Background: an optimization exercise with open tools, aiming at a short achievable clock period and few clock cycles. Do not read the settings as production practice. In this exercise RTL edits were held to simulation tests only and were not proved equivalent to the original. Power figures rest on the tool's default switching activity, not on a simulated workload.

File: design.v
module tagDirectory
(
	input logic clock,
	input logic reset,
	input logic [32-1:0] address,
	output logic hit,
	output logic [($clog2(4))-1:0] hitWay,
	output logic [($clog2(4))-1:0] victimWay,
	output logic victimValid,
	output logic victimDirty,
	output logic [(32 - ((($clog2((32 / 8))) + $clog2(4)) + $clog2(4)))-1:0] victimTag,
	input logic markDirty,
	input logic [($clog2(4))-1:0] dirtyWay,
	input logic fillDone,
	input logic [($clog2(4))-1:0] fillSet,
	input logic [(32 - ((($clog2((32 / 8))) + $clog2(4)) + $clog2(4)))-1:0] fillTag,
	input logic invalidate,
	input logic [($clog2(4))-1:0] invSet
);
	localparam int WAYW = ($clog2(4));
	logic [(32 - ((($clog2((32 / 8))) + $clog2(4)) + $clog2(4)))-1:0] tagStore [4][4];
	logic [4-1:0] valid [4];
	logic [4-1:0] dirty [4];
	logic [WAYW-1:0] lastFill [4];
	logic [WAYW-1:0] victimOf [4];
	logic [($clog2(4))-1:0] curSet;
	logic [(32 - ((($clog2((32 / 8))) + $clog2(4)) + $clog2(4)))-1:0] curTag;
	assign curSet = address[((($clog2((32 / 8))) + $clog2(4)) + $clog2(4))-1:(($clog2((32 / 8))) + $clog2(4))];
	assign curTag = address[32-1:((($clog2((32 / 8))) + $clog2(4)) + $clog2(4))];
	always_comb
	begin
		for (int s = 0; s < 4; s++)
		begin
			victimOf[s] = lastFill[s] + 1'b1;
			for (int w = 4 - 1; w >= 0; w--)
			begin
				if (!valid[s][w])
				begin
					victimOf[s] = w[WAYW-1:0];
				end
			end
		end
	end
	always_comb
	begin
		hit = 1'b0;
		hitWay = '0;
		for (int w = 0; w < 4; w++)
		begin
			if (valid[curSet][w] && tagStore[curSet][w] == curTag)
			begin
				hit = 1'b1;
				hitWay = w[WAYW-1:0];
			end
		end
	end
	assign victimWay = victimOf[curSet];
	assign victimValid = valid[curSet][victimOf[curSet]];
	assign victimDirty = dirty[curSet][victimOf[curSet]];
	assign victimTag = tagStore[curSet][victimOf[curSet]];
	always_ff @(posedge clock or negedge reset)
	begin
		if (!reset)
		begin
			for (int s = 0; s < 4; s++)
			begin
				valid[s] <= '0;
				dirty[s] <= '0;
				lastFill[s] <= '0;
			end
		end
		else
		begin
			if (fillDone)
			begin
				valid[fillSet][victimOf[fillSet]] <= 1'b1;
				dirty[fillSet][victimOf[fillSet]] <= 1'b0;
				lastFill[fillSet] <= victimOf[fillSet];
			end
			if (invalidate)
			begin
				valid[invSet][victimOf[invSet]] <= 1'b0;
			end
			if (markDirty)
			begin
				dirty[curSet][dirtyWay] <= 1'b1;
			end
		end
	end
	always_ff @(posedge clock)
	begin
		if (fillDone)
		begin
			tagStore[fillSet][victimOf[fillSet]] <= fillTag;
		end
	end
endmodule
module dataArray
(
	input logic clock,
	input logic wrEnable,
	input logic [(32 / 8)-1:0] wrMask,
	input logic [($clog2(4))-1:0] wrSet,
	input logic [($clog2(4))-1:0] wrWay,
	input logic [($clog2(4))-1:0] wrWord,
	input logic [32-1:0] wrData,
	input logic [($clog2(4))-1:0] rdSet,
	input logic [($clog2(4))-1:0] rdWay,
	input logic [($clog2(4))-1:0] rdWord,
	output logic [32-1:0] rdData
);
	logic [7:0] bytes [4][4][4][(32 / 8)];
	always_comb
	begin
		for (int b = 0; b < (32 / 8); b++)
		begin
			rdData[b*8 +: 8] = bytes[rdSet][rdWay][rdWord][b];
		end
	end
	always_ff @(posedge clock)
	begin
		if (wrEnable)
		begin
			for (int b = 0; b < (32 / 8); b++)
			begin
				if (wrMask[b])
				begin
					bytes[wrSet][wrWay][wrWord][b] <= wrData[b*8 +: 8];
				end
			end
		end
	end
endmodule
module cacheController
(
	input logic clock,
	input logic reset,
	input logic [32-1:0] address,
	input logic [32-1:0] writeData,
	input logic accessEnable,
	input logic byteAccess,
	input logic read,
	output logic [32-1:0] readData,
	output logic cacheWait,
	output logic [32-1:0] memAddress,
	output logic [32-1:0] memWriteData,
	output logic memEnable,
	output logic memRead,
	input logic [32-1:0] memReadData,
	input logic memWait,
	input logic tagHit,
	input logic [($clog2(4))-1:0] tagHitWay,
	input logic [($clog2(4))-1:0] tagVictimWay,
	input logic tagVictimValid,
	input logic tagVictimDirty,
	input logic [(32 - ((($clog2((32 / 8))) + $clog2(4)) + $clog2(4)))-1:0] tagVictimTag,
	output logic tagMarkDirty,
	output logic [($clog2(4))-1:0] tagDirtyWay,
	output logic tagFillDone,
	output logic [($clog2(4))-1:0] tagFillSet,
	output logic [(32 - ((($clog2((32 / 8))) + $clog2(4)) + $clog2(4)))-1:0] tagFillTag,
	output logic tagInvalidate,
	output logic [($clog2(4))-1:0] tagInvSet,
	output logic arrWrEnable,
	output logic [(32 / 8)-1:0] arrWrMask,
	output logic [($clog2(4))-1:0] arrWrSet,
	output logic [($clog2(4))-1:0] arrWrWay,
	output logic [($clog2(4))-1:0] arrWrWord,
	output logic [32-1:0] arrWrData,
	output logic [($clog2(4))-1:0] arrRdSet,
	output logic [($clog2(4))-1:0] arrRdWay,
	output logic [($clog2(4))-1:0] arrRdWord,
	input logic [32-1:0] arrRdData
);
	localparam logic [1:0] idle = 2'd0;
	localparam logic [1:0] readIn = 2'd1;
	localparam logic [1:0] writeBack = 2'd2;
	localparam int WSELW = ($clog2(4));
	logic [1:0] state;
	logic seenWait;
	logic [WSELW-1:0] wordCount;
	logic [($clog2(4))-1:0] missSet;
	logic [(32 - ((($clog2((32 / 8))) + $clog2(4)) + $clog2(4)))-1:0] wbTag;
	logic [(32 - ((($clog2((32 / 8))) + $clog2(4)) + $clog2(4)))-1:0] reqTag;
	logic [(32 - ((($clog2((32 / 8))) + $clog2(4)) + $clog2(4)))-1:0] addrTag;
	logic [($clog2(4))-1:0] reqSet;
	logic [WSELW-1:0] reqWord;
	logic [($clog2((32 / 8)))-1:0] byteSel;
	logic [7:0] hitByte;
	logic miss;
	logic readHit;
	logic writeHit;
	logic wordDone;
	logic lastWord;
	assign addrTag = address[32-1:((($clog2((32 / 8))) + $clog2(4)) + $clog2(4))];
	assign reqSet = address[((($clog2((32 / 8))) + $clog2(4)) + $clog2(4))-1:(($clog2((32 / 8))) + $clog2(4))];
	assign reqWord = address[(($clog2((32 / 8))) + $clog2(4))-1:($clog2((32 / 8)))];
	assign byteSel = address[($clog2((32 / 8)))-1:0];
	assign hitByte = arrRdData[byteSel*8 +: 8];
	assign miss = state == idle && accessEnable && !tagHit;
	assign readHit = state == idle && accessEnable && tagHit && read;
	assign writeHit = state == idle && accessEnable && tagHit && !read;
	assign wordDone = seenWait && !memWait;
	assign lastWord = wordCount == WSELW'(4 - 1);
	assign memEnable = state != idle;
	assign memRead = state == readIn;
	assign memWriteData = (state == writeBack) ? arrRdData : '0;
	always_comb
	begin
		case (state)
			writeBack: memAddress = {wbTag, missSet, wordCount, {($clog2((32 / 8))){1'b0}}};
			readIn: memAddress = {reqTag, missSet, wordCount, {($clog2((32 / 8))){1'b0}}};
			default: memAddress = '0;
		endcase
	end
	always_comb
	begin
		arrRdSet = reqSet;
		arrRdWay = tagHitWay;
		arrRdWord = reqWord;
		arrWrEnable = writeHit;
		arrWrSet = reqSet;
		arrWrWay = tagHitWay;
		arrWrWord = reqWord;
		arrWrMask = byteAccess ? (32 / 8)'(1) << byteSel : '1;
		arrWrData = byteAccess ? {(32 / 8){writeData[7:0]}} : writeData;
		if (state == writeBack)
		begin
			arrRdSet = missSet;
			arrRdWay = tagVictimWay;
			arrRdWord = wordCount;
		end
		else if (state == readIn)
		begin
			arrWrEnable = wordDone;
			arrWrSet = missSet;
			arrWrWay = tagVictimWay;
			arrWrWord = wordCount;
			arrWrMask = '1;
			arrWrData = memReadData;
		end
	end
	assign tagMarkDirty = writeHit;
	assign tagDirtyWay = tagHitWay;
	assign tagFillDone = state == readIn && wordDone && lastWord;
	assign tagFillSet = missSet;
	assign tagFillTag = reqTag;
	assign tagInvalidate = state == writeBack && wordDone && lastWord;
	assign tagInvSet = missSet;
	always_ff @(posedge clock or negedge reset)
	begin
		if (!reset)
		begin
			state <= idle;
			cacheWait <= 1'b0;
			seenWait <= 1'b0;
			wordCount <= '0;
			readData <= '0;
		end
		else if (state == idle)
		begin
			cacheWait <= miss;
			seenWait <= 1'b0;
			wordCount <= '0;
			if (miss)
			begin
				state <= (tagVictimValid && tagVictimDirty) ? writeBack : readIn;
			end
			else if (readHit)
			begin
				readData <= byteAccess ? {(32 / 8){hitByte}} : arrRdData;
			end
		end
		else if (memWait)
		begin
			seenWait <= 1'b1;
		end
		else if (seenWait)
		begin
			seenWait <= 1'b0;
			wordCount <= wordCount + 1'b1;
			if (lastWord)
			begin
				state <= idle;
			end
		end
	end
	always_ff @(posedge clock)
	begin
		if (miss)
		begin
			missSet <= reqSet;
			wbTag <= tagVictimTag;
			reqTag <= addrTag;
		end
	end
endmodule
module dataCache
(
	input logic clock,
	input logic reset,
	input logic [32-1:0] address,
	input logic [32-1:0] writeData,
	input logic accessEnable,
	input logic byteAccess,
	input logic read,
	output logic [32-1:0] readData,
	output logic cacheWait,
	output logic [32-1:0] memAddress,
	output logic [32-1:0] memWriteData,
	output logic memEnable,
	output logic memRead,
	input logic [32-1:0] memReadData,
	input logic memWait
);
	logic tagHit;
	logic [($clog2(4))-1:0] tagHitWay;
	logic [($clog2(4))-1:0] tagVictimWay;
	logic tagVictimValid;
	logic tagVictimDirty;
	logic [(32 - ((($clog2((32 / 8))) + $clog2(4)) + $clog2(4)))-1:0] tagVictimTag;
	logic tagMarkDirty;
	logic [($clog2(4))-1:0] tagDirtyWay;
	logic tagFillDone;
	logic [($clog2(4))-1:0] tagFillSet;
	logic [(32 - ((($clog2((32 / 8))) + $clog2(4)) + $clog2(4)))-1:0] tagFillTag;
	logic tagInvalidate;
	logic [($clog2(4))-1:0] tagInvSet;
	logic arrWrEnable;
	logic [(32 / 8)-1:0] arrWrMask;
	logic [($clog2(4))-1:0] arrWrSet;
	logic [($clog2(4))-1:0] arrWrWay;
	logic [($clog2(4))-1:0] arrWrWord;
	logic [32-1:0] arrWrData;
	logic [($clog2(4))-1:0] arrRdSet;
	logic [($clog2(4))-1:0] arrRdWay;
	logic [($clog2(4))-1:0] arrRdWord;
	logic [32-1:0] arrRdData;
	tagDirectory directory (
		.clock(clock),
		.reset(reset),
		.address(address),
		.hit(tagHit),
		.hitWay(tagHitWay),
		.victimWay(tagVictimWay),
		.victimValid(tagVictimValid),
		.victimDirty(tagVictimDirty),
		.victimTag(tagVictimTag),
		.markDirty(tagMarkDirty),
		.dirtyWay(tagDirtyWay),
		.fillDone(tagFillDone),
		.fillSet(tagFillSet),
		.fillTag(tagFillTag),
		.invalidate(tagInvalidate),
		.invSet(tagInvSet)
	);
	dataArray storage (
		.clock(clock),
		.wrEnable(arrWrEnable),
		.wrMask(arrWrMask),
		.wrSet(arrWrSet),
		.wrWay(arrWrWay),
		.wrWord(arrWrWord),
		.wrData(arrWrData),
		.rdSet(arrRdSet),
		.rdWay(arrRdWay),
		.rdWord(arrRdWord),
		.rdData(arrRdData)
	);
	cacheController controller (
		.clock(clock),
		.reset(reset),
		.address(address),
		.writeData(writeData),
		.accessEnable(accessEnable),
		.byteAccess(byteAccess),
		.read(read),
		.readData(readData),
		.cacheWait(cacheWait),
		.memAddress(memAddress),
		.memWriteData(memWriteData),
		.memEnable(memEnable),
		.memRead(memRead),
		.memReadData(memReadData),
		.memWait(memWait),
		.tagHit(tagHit),
		.tagHitWay(tagHitWay),
		.tagVictimWay(tagVictimWay),
		.tagVictimValid(tagVictimValid),
		.tagVictimDirty(tagVictimDirty),
		.tagVictimTag(tagVictimTag),
		.tagMarkDirty(tagMarkDirty),
		.tagDirtyWay(tagDirtyWay),
		.tagFillDone(tagFillDone),
		.tagFillSet(tagFillSet),
		.tagFillTag(tagFillTag),
		.tagInvalidate(tagInvalidate),
		.tagInvSet(tagInvSet),
		.arrWrEnable(arrWrEnable),
		.arrWrMask(arrWrMask),
		.arrWrSet(arrWrSet),
		.arrWrWay(arrWrWay),
		.arrWrWord(arrWrWord),
		.arrWrData(arrWrData),
		.arrRdSet(arrRdSet),
		.arrRdWay(arrRdWay),
		.arrRdWord(arrRdWord),
		.arrRdData(arrRdData)
	);
endmodule
File: config.mk
export PLATFORM = sky130hd
export DESIGN_NAME = dataCache
export DESIGN_NICKNAME = dataCache
export VERILOG_FILES = /design/flow/design.v
export SDC_FILE = /design/flow/constraint.sdc
export NUM_CORES = 4
export LEC_CHECK = 0
export CAP_MARGIN = 20
export CORE_MARGIN = 2
export CORE_UTILIZATION = 40
export SLEW_MARGIN = 20
File: run.sh
#!/bin/bash
# synth_recipe.tcl (not shown) runs the flow's synth.tcl, then flattens the netlist and writes it again
# the make line also repeats each setting of config.mk as NAME=value (left out here)
make -C /OpenROAD-flow-scripts/flow DESIGN_CONFIG=/design/flow/config.mk WORK_HOME=/design/flow/orfs CLKGATE_MAP_FILE= SYNTH_SCRIPT=/design/flow/synth_recipe.tcl finish
File: constraint.sdc
create_clock -name core_clock -period 10.5 [get_ports {clock}]
set_input_delay 2.1000 -clock core_clock [delete_from_list [all_inputs] [get_ports {clock}]]
set_output_delay 2.1000 -clock core_clock [all_outputs]
set_load 0.01 [all_outputs]
==> results.yml <==
sta:
  finalMaxSlewViolations: 0
  rsz0062_at_grt: "no"
  worstMarginPinSlew_ns: 1.31
  tns_ns: 0
  min_period_ns: 10.23
  whs_ns: 0.480
  maxSlewHeadroom_pct: 12.4
  setup_viol: 0
  hold_viol: 0
  finClkSkew_ns: 0.109
  max_freq_ghz: 0.0978
  period_share_pct: 97.4
worst_hold_path:
  hold_start: "controller.cacheWait"
  hold_path_class: "reg2reg"
yosys:
  ys_seq_area_share_pct: 62.6
  ys_seq_elements: 2596
  synth_edf_count: 2518
  synth-main-ff-cell: "edfxtp_1"
  synth_cell_types: 89
  avgSynthCellArea_um2: 13.5
  syn_area_um2: 124000
  synthCells: 9182
  yosys_warnings: 7
  synthArstFlopShare_pct: 3.00
power_and_ir_drop:
  cellPowerDensity_nw_per_um2: 238
  peakVddDrop_mv: 0.279
  p_total_mw: 33.1
  leakagePower_nw: 44.2
cts:
  cts.repair.resized: 0
  cts_tree: "done"
  cts.clk_slew.worst_paths_ns: 0.06
  clock_path_buffers: 4
  clkLatencyLatePin_ns: 0.89
  htreeDepth: 5
  hold_buffers: 0
  post-cts-setup-buffers: 0
  numCtsBuffers: 288
  clock_sinks: 2596
  root_buffer: "clkbuf_16"
die:
  core_region_area_um2: 308000
  fp.dieH_um: 560
  start_util_pct: 40.2
  num_io_pins: 201
  die_w_um: 560
  dieArea_um2: 314000
  std_cell_rows: 204
routing:
  wl_per_cell_um: 29.5
  first_pass_iters: 9
  antenna_left: 0
  routed.top_layer: "met5"
  via_per_inst: 6.07
  wl_met3_mm: 47.9
  wirelength_mm: 394
  drt_iter0_markers: 13000
  vias: 81200
  wl_met2_mm: 176
  wl_met1_mm: 154
  drc: 0
worst_setup_path:
  arrival_ns: 8.13
  worst_path_max_delay_cell: "nor2_1"
  crit_required_ns: 8.40
  r2r_start: "directory.tagStore[3][4]"
  crit_end: "memWriteData[24]"
  cpPeakStageDelay_ns: 0.70
  worstSetupEndpointType: "output port"
  startpoint: "address[4]"
  r2r-end: "controller.readData[20]"
  startpoint_type: "primary input"
  crit_type: "in2out"
  rr_worst_depth: 14
  regToRegSetupSlack_ns: 3.85
  crit_fanout: 92
  worstPathCellList: "buf_8 > buf_4 > mux4_2 > xnor2_1 > nand4_1 > nor4b_1 > nand4_1 > o211ai_4 > buf_12 > mux2i_1 > mux2i_1 > mux2_2 > nor2_1 > nor2_1 > clkdlybuf4s50_1"
placement:
  dp_hpwl_mm: 254
  gp_congestion: 0.944
  port_buffers: 198
  placed_area_um2: 130000
cells_and_area:
  fillCellCount: 27200
  layout-drive-gt1-share_pct: 18.1
  nets: 9121
  finish.instance_area_um2: 139000
  area_growth_pct: 12.3
grt:
  grt_usage_pct: 24.5
  grt_max_degree: 180
  antenna_found_initial: 17
  grt_pass1_vias: 75100
  grt_pass1_wl_mm: 559
  gr-total-overflow: 0
run_status:
  outcome: "timing/DRC/antenna clean"
flow_run:
  maxCapViolCount: 0
## worst max-delay path, delay by kind of cell
kind / cells / cell delay, ns
compound gates: 1 / 0.34
mux: 4 / 1.18
simple gates: 5 / 1.93
buf+inv: 4 / 1.83
xor+xnor: 1 / 0.41
## layout make-up
cell class / instances / area, um2 / share of cell area, %
clock inverters: 148 / 1590 / 1.14
inverters: 18 / 67.6 / 0.0486
repair buffers: 409 / 3980 / 2.86
clock buffers: 358 / 7620 / 5.48
multi-input cells: 5702 / 43100 / 31.0
well taps: 4120 / 5150 / 3.71
diodes: 12 / 30.0 / 0.0216
flip-flops and latches: 2596 / 77600 / 55.8
## cells by family (layout without fill, tap and decap cells)
family,after synthesis,count (layout),synth area share (%)
adders and majority gates,4,4,0.0404
other,1,14,0.00303
buffers and inverters,885,933,3.19
muxes,997,997,15.6
AOI/OAI and AO/OA,1941,1941,8.45
DFF,2596,2596,62.6
xor gates and xnor gates,107,107,0.757
and+or+nand+nor,2651,2651,9.29
## Yosys cell counts, types with 5 or more instances
master	n	area, um2
a211o_1	5	43.8
a211oi_1	18	135
a21boi_0	6	45.0
a21o_1	7	52.6
a21oi_1	1644	8230
a22oi_1	29	218
a311oi_1	15	131
a31o_2	6	52.6
a31oi_1	22	138
a32oi_1	7	61.3
and2_1	19	119
and3_1	26	163
buf_1	46	173
buf_2	252	1260
buf_4	41	308
buf_6	15	169
clkbuf_1	509	1910
dfrtp_1	78	1950
edfxtp_1	2518	75600
inv_1	15	56.3
mux2_2	20	225
mux2i_1	228	2280
mux4_2	749	16900
nand2_1	405	1520
nand2b_1	29	181
nand3_1	82	410
nand4_1	31	194
nor2_1	1786	6700
nor2_2	89	557
nor2_4	92	1040
nor2b_1	32	200
nor3_1	19	95.1
o211ai_1	5	37.5
o21ai_0	55	275
o21ai_1	9	45.0
o221ai_1	7	61.3
o22a_1	17	149
o22ai_1	16	100
o31ai_1	21	158
or3_1	10	62.6
xnor2_1	94	823
xor2_1	13	114
## worst min path at each step
stage,endpoint,slack [ns],cells past startpoint
2_1_floorplan,directory.dirty[1][2],0.44,2
3_3_place_gp,directory.dirty[2][1],0.46,2
3_5_place_dp,directory.dirty[2][3],0.47,2
4_1_cts,directory.dirty[2][3],0.49,2
5_1_grt,controller.cacheWait,0.51,1
6_report,controller.cacheWait,0.48,1
## through the flow
stage	utilization [%]	cells	worst slack, ns
after CTS	45.0	13300	0.442
after global placement	42.1	12800	0.547
after global routing	45.1	13400	0.0633
after floorplan	-	9183	3.06
final	45.1	13400	0.271
after detailed placement	42.1	12800	0.455
## where the power goes
group / switching [mW] / internal, mW / leakage [nW]
sequential: 0.102 / 12.9 / 23.8
clock: 4.24 / 5.86 / 4.48
combinational: 6.94 / 3.07 / 16.0
## layout by cell type, fill, tap and decap left out, types with 25 or more instances in the layout
cell type / Yosys / final
a21oi_1: 1644 / 1620
nand3_1: 82 / 82
a22oi_1: 29 / 29
edfxtp_1: 2518 / 2518
bufinv_16: 0 / 28
nand4_1: 31 / 31
nor2_4: 92 / 122
a21oi_4: 0 / 25
clkbuf_16: 0 / 294
nor2_1: 1786 / 1765
o21ai_0: 55 / 54
clkbuf_1: 509 / 62
clkinv_2: 0 / 42
nor2_2: 89 / 80
clkinv_1: 3 / 51
mux4_2: 749 / 747
nand2b_1: 29 / 29
dfrtp_1: 78 / 78
buf_12: 0 / 31
nand2_1: 405 / 396
buf_4: 41 / 178
clkdlybuf4s50_1: 0 / 194
nor2b_1: 32 / 31
mux2i_1: 228 / 226
xnor2_1: 94 / 94
## sequential cells by signal, summed over array words and instances, names as in the netlist
name                  count
storage.bytes          2048
directory.tagStore      416
controller.readData      32
controller.reqTag        26
controller.wbTag         26
directory.dirty          16
directory.valid          16
directory.lastFill        8
controller.missSet        2
controller.state          2
controller.wordCount      2
controller.cacheWait      1
controller.seenWait       1
## routing by layer
| metal | GRT usage (%) | vias up |
|---|---|---|
| met5 | 0.663 | - |
| met4 | 9.38 | 6 |
| met3 | 6.58 | 751 |
| met2 | 36.6 | 4960 |
| met1 | 34.2 | 41100 |
| li1 | - | 34300 |
Testbench counts, summed over its fixed seeds: cycles 60,218.

==> afterwards: timing with drivers on the ports <==
The flow's constraints put no driver on any port. The routed layout listed below was extracted and timed again, unchanged, in two steps. Step 1 (the two cells are an assumption about what drives the block):
set clk [get_ports {clock}]
set_driving_cell -lib_cell sky130_fd_sc_hd__clkbuf_16 $clk
set_driving_cell -lib_cell sky130_fd_sc_hd__buf_2 [delete_from_list [all_inputs] $clk]
Step 2 also shifts input and output timing later by t, the mid clock arrival at the registers, as if the neighbouring blocks saw the same clock. a / b / c = ideal / step 1 / step 2; a / b = the first two.
shift t [ns]: 0.971
slack for setup (ns): 0.271 / 0.219 / 0.219
pins driven straight from the clock port: 1
After both steps this run still meets setup and hold. The setup slack of this run moves by -0.052 ns with the drivers and by -0.052 ns with both steps.
